From an optimization exercise on the open Yosys and OpenROAD flow, aimed at small area, a short achievable clock period and few clock cycles per item; shortcuts taken in it are not production practice. In this exercise RTL edits were held to simulation tests only and were not proved equivalent to the original. No activity file was given, so power comes from the tool's default toggle rates.

// dp_imm_slice
module dp_imm_slice (
  input  logic                  fu,
  input  logic                  rst,
  input  logic                  issue,
  input  dp_imm_pkg::inst_t     inst,
  input  dp_imm_pkg::word_t     pc,
  input  dp_imm_pkg::prn_t      src_prn,
  input  dp_imm_pkg::prn_t      dst_prn,
  output logic                  ready,
  output logic                  done,
  output dp_imm_pkg::inst_id_t  done_id,
  output dp_imm_pkg::prn_t      done_prn,
  output logic                  done_we,
  output dp_imm_pkg::word_t     done_data,
  output logic [15:0]           retired
);
Size in the first run: roughly 5,200 cells after synthesis, about 2,400 flip-flops, ~200 I/O pins, about 0.087 mm2 of cells after synthesis.
export LEC_CHECK = 0
export CAP_MARGIN = 10
export CORE_MARGIN = 2
export CORE_UTILIZATION = 60
export CTS_CLUSTER_DIAMETER = 80
export CTS_CLUSTER_SIZE = 24
export SETUP_SLACK_MARGIN = 2.7
export SLEW_MARGIN = 10
create_clock -name core_clock -period 5.0 [get_ports {fu}]
run.sh (not shown) runs the stock make flow with config.mk's settings and CLKGATE_MAP_FILE= SYNTH_SCRIPT=/design/flow/synth_recipe.tcl, a recipe that flattens the netlist after the stock synthesis.
Testbench counts at the start, summed over its fixed seeds: cycles 12,016, items 12,000.
Change:
==> flow/flow/run.sh (new file) <==
#!/bin/bash
# The standard layout (the standard.sh, standard synthesis included),
# with the input and output port buffers made of buf_4 cells instead of the
# delay cells buffer_ports picks by default. ORFS writes each step's log
# under orfs/logs; make's own output goes to standard_flow.log.
set -euo pipefail
export BUFFER_PORTS_ARGS="-buffer_cell sky130_fd_sc_hd__buf_4"
bash standard.sh > standard_flow.log 2>&1
==> flow/standard.sh (new file) <==
#!/bin/bash
# synth_recipe.tcl (not shown) runs the flow's synth.tcl, then flattens the netlist and writes it again
# the make line also repeats each setting of config.mk as NAME=value (left out here)
make -C /OpenROAD-flow-scripts/flow DESIGN_CONFIG=/design/flow/config.mk WORK_HOME=/design/flow/orfs CLKGATE_MAP_FILE= SYNTH_SCRIPT=/design/flow/synth_recipe.tcl "${@:-finish}"
--- a/flow/config.mk
+++ b/flow/config.mk
@@ -8 +8 @@
-export CAP_MARGIN = 10
+export CAP_MARGIN = 20
@@ -14 +14 @@
-export SLEW_MARGIN = 10
+export SLEW_MARGIN = 20
removed: flow/run.sh
The new run passed the timing, design-rule and antenna checks.
Synthesized area stays the same.
Flip-flop and latch count is unchanged.
Die area stays the same.
Utilization decreases by 0.39 points.
Register-to-register slack gains 0.03 ns.
Design area decreases by about 0.56%.
Clock power is about the same.
Combinational power shrinks by 6.9%.
Sequential share of layout area is higher by 0.39 points.


== trial 6 ==
dp_imm_slice, a different RTL version from the one above (not shown whole).
Size: roughly 2300 flip-flops.
export LEC_CHECK = 0
export CAP_MARGIN = 20
export CORE_MARGIN = 2
export CORE_UTILIZATION = 60
export SETUP_SLACK_MARGIN = 2.5
export SLEW_MARGIN = 20
create_clock -name core_clock -period 5.0 [get_ports {fu}]
Stock flow here: none of the scripts above is used.
Testbench counts of trial 6, summed over its fixed seeds: cycles 12,016, items 12,000.
## Diff of input files: build 60 against trial 6
Settings: an added CTS_CLUSTER_SIZE of 30; an added CTS_CLUSTER_DIAMETER of 100.
==> comparison <==
Compared build 60 vs trial 6, and portion of total power attributed to combinational logic is up in build 60. Compared to trial 6, build 60 has routed length on met2 2000 um lower. Between trial 6 and build 60, wire length of the first global-routing pass decreased. Trial 6 -> build 60: area after synthesis delta 0, exact match. Build 60: sequential share of layout area higher than trial 6. Worst-case setup slack after placement: trial 6 vs build 60 identical. Build 60 closes out successfully: all stages finished, all timing, DRC and antenna checks passed. Core util | build 60 vs trial 6 | build 60 lower.


== v14 ==
dp_imm_slice, a different RTL version from the one above (not shown whole).
For scale: ~5200 cells after synthesis, about 2400 flip-flops, roughly 200 I/O pins, roughly 87000 sq um of cells after synthesis.
Settings: LEC_CHECK=0, CAP_MARGIN=20, CORE_MARGIN=2, CORE_UTILIZATION=60, CTS_CLUSTER_DIAMETER=80, CTS_CLUSTER_SIZE=24, SETUP_SLACK_MARGIN=2.8, SLEW_MARGIN=20; clock period 5.0 ns.
standard.sh (not shown) runs the stock make flow with config.mk's settings and CLKGATE_MAP_FILE= SYNTH_SCRIPT=/design/flow/synth_recipe.tcl, a recipe that flattens the netlist after the stock synthesis.
==> flow/flow/run.sh <==
#!/bin/bash
# The standard layout (the standard.sh, standard synthesis included),
# with the input and output port buffers made of buf_4 cells instead of the
# delay cells buffer_ports picks by default. ORFS writes each step's log
# under orfs/logs; make's own output goes to standard_flow.log.
set -euo pipefail
export BUFFER_PORTS_ARGS="-buffer_cell sky130_fd_sc_hd__buf_4"
bash standard.sh > standard_flow.log 2>&1
v14: done, clean on timing, DRC and antenna
Testbench counts of v14, summed over its fixed seeds: cycles 12,016, items 12,000.
Input-level comparison between v28 and v14:
==> flow/run.sh (new file) <==
#!/bin/bash
# synth_recipe.tcl (not shown) runs the flow's synth.tcl, then flattens the netlist and writes it again
# the make line also repeats each setting of config.mk as NAME=value (left out here)
make -C /OpenROAD-flow-scripts/flow DESIGN_CONFIG=/design/flow/config.mk WORK_HOME=/design/flow/orfs CLKGATE_MAP_FILE= SYNTH_SCRIPT=/design/flow/synth_recipe.tcl finish
removed: flow/flow/run.sh
removed: flow/standard.sh
## What came out
Per the comparison of v28 with v14, highest attainable clock frequency up 5.2%, depth of the critical timing path with buffers and inverters included up 1, via count up 283, die area flat, final design instance area without fill up 1000 sq um.
The flow did not stop early for v28: all stages ran, and the layout cleared the timing, design-rule and antenna checks.
Combinational group share of total power came out higher on v28 than on v14.
Changes observed in v28 relative to v14: non-clock buffer total of the final layout increased about 12%; length of routed met2 wiring fell 930 microns; number of antenna repair diodes increased by 5 relative to the old numbers; power was more or less identical.
Modified inputs, v58 compared to v28
- CORE_UTILIZATION now 68, was 60
[summary]
On v58: count of antenna diodes in the layout is 8 lower than what v28 gave.
v58 against v28; clock power is down by a few percent.
Delta (v58 minus v28): routed wire length fell by about 4%; final core utilization rose by 8.2 points; worst setup slack fell by 120 ps.
In v58, area growth from synthesis to layout is lower than in v28.
The final clock period utilization by the worst path number comes out lower for v28 vs v58.
The I/O pin count was comparable across v28 and v58.
v58: maximum frequency 4.7% below v28
In the reports for v28 and v58, the smaller met3 wire length belongs to v28.


Another version of the RTL of dp_imm_slice (not shown whole).
For scale: roughly 4800 cells after synthesis, about 200 I/O pins.
clock: 5.0 ns
lec_check: 0
cap_margin: 20
core_margin: 2
core_utilization: 60
cts_cluster_diameter: 100
cts_cluster_size: 30
setup_slack_margin: 2.6
slew_margin: 20
run.sh (not shown) runs the stock make flow with config.mk's settings and CLKGATE_MAP_FILE= SYNTH_SCRIPT=/design/flow/synth_recipe.tcl, a recipe that flattens the netlist after the stock synthesis.
Stock flow here: none of the scripts above is used.
The baseline completed without violations.
Testbench counts at the start, summed over its fixed seeds: cycles 12,016, items 12,000.
Then changed:
CTS_CLUSTER_DIAMETER = 80   (was 100)
CTS_CLUSTER_SIZE = 24   (was 30)
After rerunning: The changed run produced a clean layout. Setup slack improves by 0.050 ns. Global-route usage barely changes. Final area climbs by 0.75%. Hold slack gets worse by 0.0032 ns. Routed wire length is about the same. Via count stays flat. Synthesized area is unchanged. Cell count is higher by 0.80%. Total power goes up by 3.2%. Sequential power stays flat.


run B:
The RTL this note starts from:
==> flow/design.v <==
`timescale 1ns/1ps
package dp_imm_pkg;
  typedef logic [64-1:0] word_t;
  typedef logic [31:0] inst_t;
  typedef logic [$clog2(32)-1:0] prn_t;   
  typedef logic [6-1:0] inst_id_t;   
endpackage
`timescale 1ns/1ps
module issue_fsm (
  input  logic                     fu,
  input  logic                     rst,
  input  logic                     issue,
  input  dp_imm_pkg::inst_t        inst,
  input  dp_imm_pkg::word_t        pc,
  input  dp_imm_pkg::prn_t         src_prn,
  input  dp_imm_pkg::prn_t         dst_prn,
  output logic                     ready,
  input  logic [32-1:0]   rf_valid_nxt,   
  output logic                     x_vld,
  output logic                     x_we,
  output dp_imm_pkg::prn_t         x_dst,
  output logic [3:0]               x_hs,      
  output logic                     x_fwd,     
  output logic                     x_adr,     
  output logic [32-1:0]   x_sel,     
  output dp_imm_pkg::word_t        x_pc,
  output logic [32:0]              x_off      
);
  localparam logic [8:0] MOVK_OP = 9'b111100101;   
  localparam logic [8:0] MOVZ_OP = 9'b110100101;
  localparam logic [4:0] ADR_OP  = 5'b10000;       
  logic        accept;
  logic        is_movk, is_movz, is_adr, is_adrp;
  logic [20:0] imm21;
  logic        fwd;
  assign ready  = 1'b1;
  assign accept = issue && !rst;
  assign is_movk = (inst[31:23] == MOVK_OP);
  assign is_movz = (inst[31:23] == MOVZ_OP);
  assign is_adr  = (inst[28:24] == ADR_OP);
  assign is_adrp = is_adr && inst[31];
  assign imm21   = {inst[23:5], inst[30:29]};
  assign fwd = is_movk && x_vld && x_we && (src_prn == x_dst);
  always_ff @(posedge fu) begin
    if (rst)
      x_vld <= 1'b0;
    else
      x_vld <= accept;
  end
  always_ff @(posedge fu) begin
    begin
      x_we  <= is_movk || is_movz || is_adr;
      x_dst <= dst_prn;
      x_hs  <= (is_movk || is_movz) ? (4'b0001 << inst[22:21]) : 4'b0000;
      x_fwd <= fwd;
      x_adr <= is_adr;
      x_pc  <= is_adrp ? {pc[64-1:12], 12'b0} : pc;
      x_off <= is_adrp ? {imm21, 12'b0} : {{12{imm21[20]}}, imm21};
      for (int i = 0; i < 32; i++)
        x_sel[i] <= is_movk && !fwd && (src_prn == i) && rf_valid_nxt[i];
    end
  end
endmodule
`timescale 1ns/1ps
module inst_id_counter (
  input  logic                  fu,
  input  logic                  rst,
  input  logic                  done,
  output dp_imm_pkg::inst_id_t  done_id,
  output logic [15:0]           retired
);
  always_ff @(posedge fu) begin
    if (rst) begin
      done_id <= '0;
      retired <= '0;
    end else if (done) begin
      done_id <= done_id + 1'b1;   
      if (retired != '1)
        retired <= retired + 1'b1;   
    end
  end
endmodule
`timescale 1ns/1ps
module phys_reg_file (
  input  logic                     fu,
  input  logic                     rst,
  input  logic [32-1:0]   rd_sel,
  output dp_imm_pkg::word_t        rd_data,
  input  logic                     wr_en,
  input  dp_imm_pkg::prn_t         wr_prn,
  input  dp_imm_pkg::word_t        wr_data,
  output logic [32-1:0]   valid_nxt
);
  logic [32-1:0][64-1:0] regs;
  logic [32-1:0]               valid;
  logic [32-1:0]               wen;
  always_comb begin
    for (int i = 0; i < 32; i++)
      wen[i] = wr_en && (wr_prn == i);
  end
  assign valid_nxt = valid | wen;
  always_ff @(posedge fu) begin
    if (rst)
      valid <= '0;
    else
      valid <= valid_nxt;
  end
  always_ff @(posedge fu) begin
    for (int i = 0; i < 32; i++)
      if (wen[i])
        regs[i] <= wr_data;
  end
  always_comb begin
    rd_data = '0;
    for (int i = 0; i < 32; i++)
      rd_data = rd_data | ({64{rd_sel[i]}} & regs[i]);
  end
endmodule
`timescale 1ns/1ps
module dp_imm_fu (
  input  logic                     fu,
  input  logic                     rst,
  input  logic                     x_vld,
  input  logic                     x_we,
  input  dp_imm_pkg::prn_t         x_dst,
  input  logic [3:0]               x_hs,
  input  logic                     x_fwd,
  input  logic                     x_adr,
  input  dp_imm_pkg::word_t        x_pc,
  input  logic [32:0]              x_off,
  input  dp_imm_pkg::word_t        rf_data,    
  output logic                     done,
  output dp_imm_pkg::prn_t         done_prn,
  output logic                     done_we,
  output dp_imm_pkg::word_t        done_data
);
  dp_imm_pkg::word_t sum;
  dp_imm_pkg::word_t opnd;
  dp_imm_pkg::word_t result;
  assign sum  = x_pc + {{(64-33){x_off[32]}}, x_off};
  assign opnd = rf_data | ({64{x_fwd}} & done_data) | ({64{x_adr}} & sum);
  always_comb begin
    for (int h = 0; h < 4; h++)
      result[16*h +: 16] = x_hs[h] ? x_off[17:2] : opnd[16*h +: 16];
  end
  always_ff @(posedge fu) begin
    if (rst)
      done <= 1'b0;
    else
      done <= x_vld;
  end
  always_ff @(posedge fu) begin
    begin
      done_prn  <= x_dst;
      done_we   <= x_we;
      done_data <= result;
    end
  end
endmodule
`timescale 1ns/1ps
module dp_imm_slice (
  input  logic                  fu,
  input  logic                  rst,
  input  logic                  issue,
  input  dp_imm_pkg::inst_t     inst,
  input  dp_imm_pkg::word_t     pc,
  input  dp_imm_pkg::prn_t      src_prn,
  input  dp_imm_pkg::prn_t      dst_prn,
  output logic                  ready,
  output logic                  done,
  output dp_imm_pkg::inst_id_t  done_id,
  output dp_imm_pkg::prn_t      done_prn,
  output logic                  done_we,
  output dp_imm_pkg::word_t     done_data,
  output logic [15:0]           retired
);
  logic                    x_vld;
  logic                    x_we;
  dp_imm_pkg::prn_t        x_dst;
  logic [3:0]              x_hs;
  logic                    x_fwd;
  logic                    x_adr;
  logic [32-1:0]  x_sel;
  dp_imm_pkg::word_t       x_pc;
  logic [32:0]             x_off;
  logic [32-1:0]  rf_valid_nxt;
  dp_imm_pkg::word_t       rf_data;
  issue_fsm issue_fsm_inst (
    .fu(fu), .rst(rst), .issue(issue), .inst(inst), .pc(pc),
    .src_prn(src_prn), .dst_prn(dst_prn), .ready(ready),
    .rf_valid_nxt(rf_valid_nxt),
    .x_vld(x_vld), .x_we(x_we), .x_dst(x_dst), .x_hs(x_hs),
    .x_fwd(x_fwd), .x_adr(x_adr), .x_sel(x_sel), .x_pc(x_pc), .x_off(x_off)
  );
  phys_reg_file phys_reg_file_inst (
    .fu(fu), .rst(rst), .rd_sel(x_sel), .rd_data(rf_data),
    .wr_en(done && done_we), .wr_prn(done_prn), .wr_data(done_data),
    .valid_nxt(rf_valid_nxt)
  );
  dp_imm_fu dp_imm_fu_inst (
    .fu(fu), .rst(rst), .x_vld(x_vld), .x_we(x_we), .x_dst(x_dst),
    .x_hs(x_hs), .x_fwd(x_fwd), .x_adr(x_adr), .x_pc(x_pc),
    .x_off(x_off), .rf_data(rf_data), .done(done), .done_prn(done_prn),
    .done_we(done_we), .done_data(done_data)
  );
  inst_id_counter inst_id_counter_inst (
    .fu(fu), .rst(rst), .done(done), .done_id(done_id), .retired(retired)
  );
endmodule
Settings: LEC_CHECK=0, CAP_MARGIN=20, CORE_MARGIN=2, CORE_UTILIZATION=65, SETUP_SLACK_MARGIN=2.6, SLEW_MARGIN=20; clock period 5.0 ns.
Testbench counts of run B, summed over its fixed seeds: cycles 12,016, items 12,000.
Changes in run Y relative to run B:
diff --git a/flow/config.mk b/flow/config.mk
--- a/flow/config.mk
+++ b/flow/config.mk
@@ -9,3 +9,3 @@
 export CORE_MARGIN = 2
-export CORE_UTILIZATION = 65
+export CORE_UTILIZATION = 45
 export SETUP_SLACK_MARGIN = 2.6
--- outcome ---
Run Y finished end to end and its layout was clean on timing, DRC and antenna.
Re cell count after synthesis: no difference whatsoever between run Y and run B.
Run B → run Y: time the worst path needs with I/O delays and setup grew by 0.12 ns, well tap count grew by 753, total power of the final layout grew by 0.77 mW, switching portion of total power grew by 0.69 points, share of the synthesized area in compound gates (AO/OA/AOI/OAI) held steady.
Final cell count grows by more than 10% when moving from run B to run Y.
Run comparison: run Y destination of the critical timing path dp_imm_fu_inst.done_data[48]$_DFF_P_; run B destination of the critical timing path dp_imm_fu_inst.done_data[63]$_DFF_P_


Another version of the RTL of dp_imm_slice (not shown whole).
Size in the first run: roughly 5300 cells after synthesis, ~200 I/O pins, roughly 87000 um2 of cells after synthesis.
clock: 5.0 ns
lec_check: 0
cap_margin: 20
core_margin: 2
core_utilization: 60
cts_cluster_diameter: 80
cts_cluster_size: 24
setup_slack_margin: 2.4
slew_margin: 20
Testbench counts at the start, summed over its fixed seeds: cycles 12,016, items 12,000.
Rerun with:
Settings changed: SETUP_SLACK_MARGIN 2.4 to 2.8.
The changed run passed the timing, design-rule and antenna checks.
Clock skew came out lower by 0.011 ns.
Design area came out higher by 6.1%.
Power came out higher by 0.68%.
Core utilization came out higher by 4.1 points.
Hold slack barely changes.
Register-to-register slack gains 0.15 ns.
Fmax came out higher by 5.9%.
Flip-flop and latch count stays the same.
Non-clock buffer count came out higher by 268.
Wire length came out higher by 7.3%.

==> static timing again, ports no longer ideal <==
The flow's constraints put no driver on any port. The routed layouts listed below were extracted and timed again, unchanged, in two steps.
Step 1 assumes that a clkbuf_16 drives the clock port and a buf_2 every other input.
Step 2 also shifts input and output timing later by t, the mid clock arrival at the registers, as if the neighbouring blocks saw the same clock.
a / b / c = no drivers / after step 1 / after step 2; a / b = the first two.
| run | t, ns | slack for setup (ns) | worst setup path at the end | latest minus earliest clock arrival (ns) | pins driven straight from the clock port |
|---|---|---|---|---|---|
| the first run of note 1 | 0.877 | 2.590 / 2.534 / 1.847 | input to register | 0.037 / 0.037 | 1 |
| the second run of note 1 | 0.869 | 2.623 / 2.559 / 1.860 | input to register | 0.043 / 0.043 | 1 |
| trial 6 | 0.931 | 1.130 / 1.178 / 0.246 | input to register | 0.035 / 0.035 | 1 |
| build 60 | 0.833 | 1.051 / 1.099 / 0.266 | input to register | 0.046 / 0.046 | 1 |
| v14 | 0.877 | 2.444 / 2.481 / 1.605 | input to register | 0.027 / 0.027 | 1 |
| v28 | 0.865 | 2.569 / 2.619 / 1.755 | input to register | 0.035 / 0.035 | 1 |
| v58 | 0.861 | 2.448 / 2.493 / 1.632 | input to register | 0.044 / 0.044 | 1 |
| the first run of note 4 | 0.835 | 1.931 / 1.967 / 1.132 | input to register | 0.046 / 0.046 | 1 |
| the second run of note 4 | 0.853 | 1.981 / 2.001 / 1.148 | input to register | 0.042 / 0.043 | 1 |
| run B | 0.924 | 1.856 / 1.856 / 1.813 | input to register | 0.039 / 0.039 | 1 |
| run Y | 0.966 | 1.740 / 1.740 / 1.740 | register to register | 0.049 / 0.049 | 1 |
| the first run of note 6 | 0.867 | 2.320 / 2.320 / 1.627 | input to register | 0.043 / 0.043 | 1 |
| the second run of note 6 | 0.867 | 2.469 / 2.469 / 2.001 | input to register | 0.039 / 0.039 | 1 |
After both steps every run listed still meets setup and hold. The setup slack of trial 6, which loses most, moves by +0.048 ns with the drivers and by -0.884 ns with both steps.
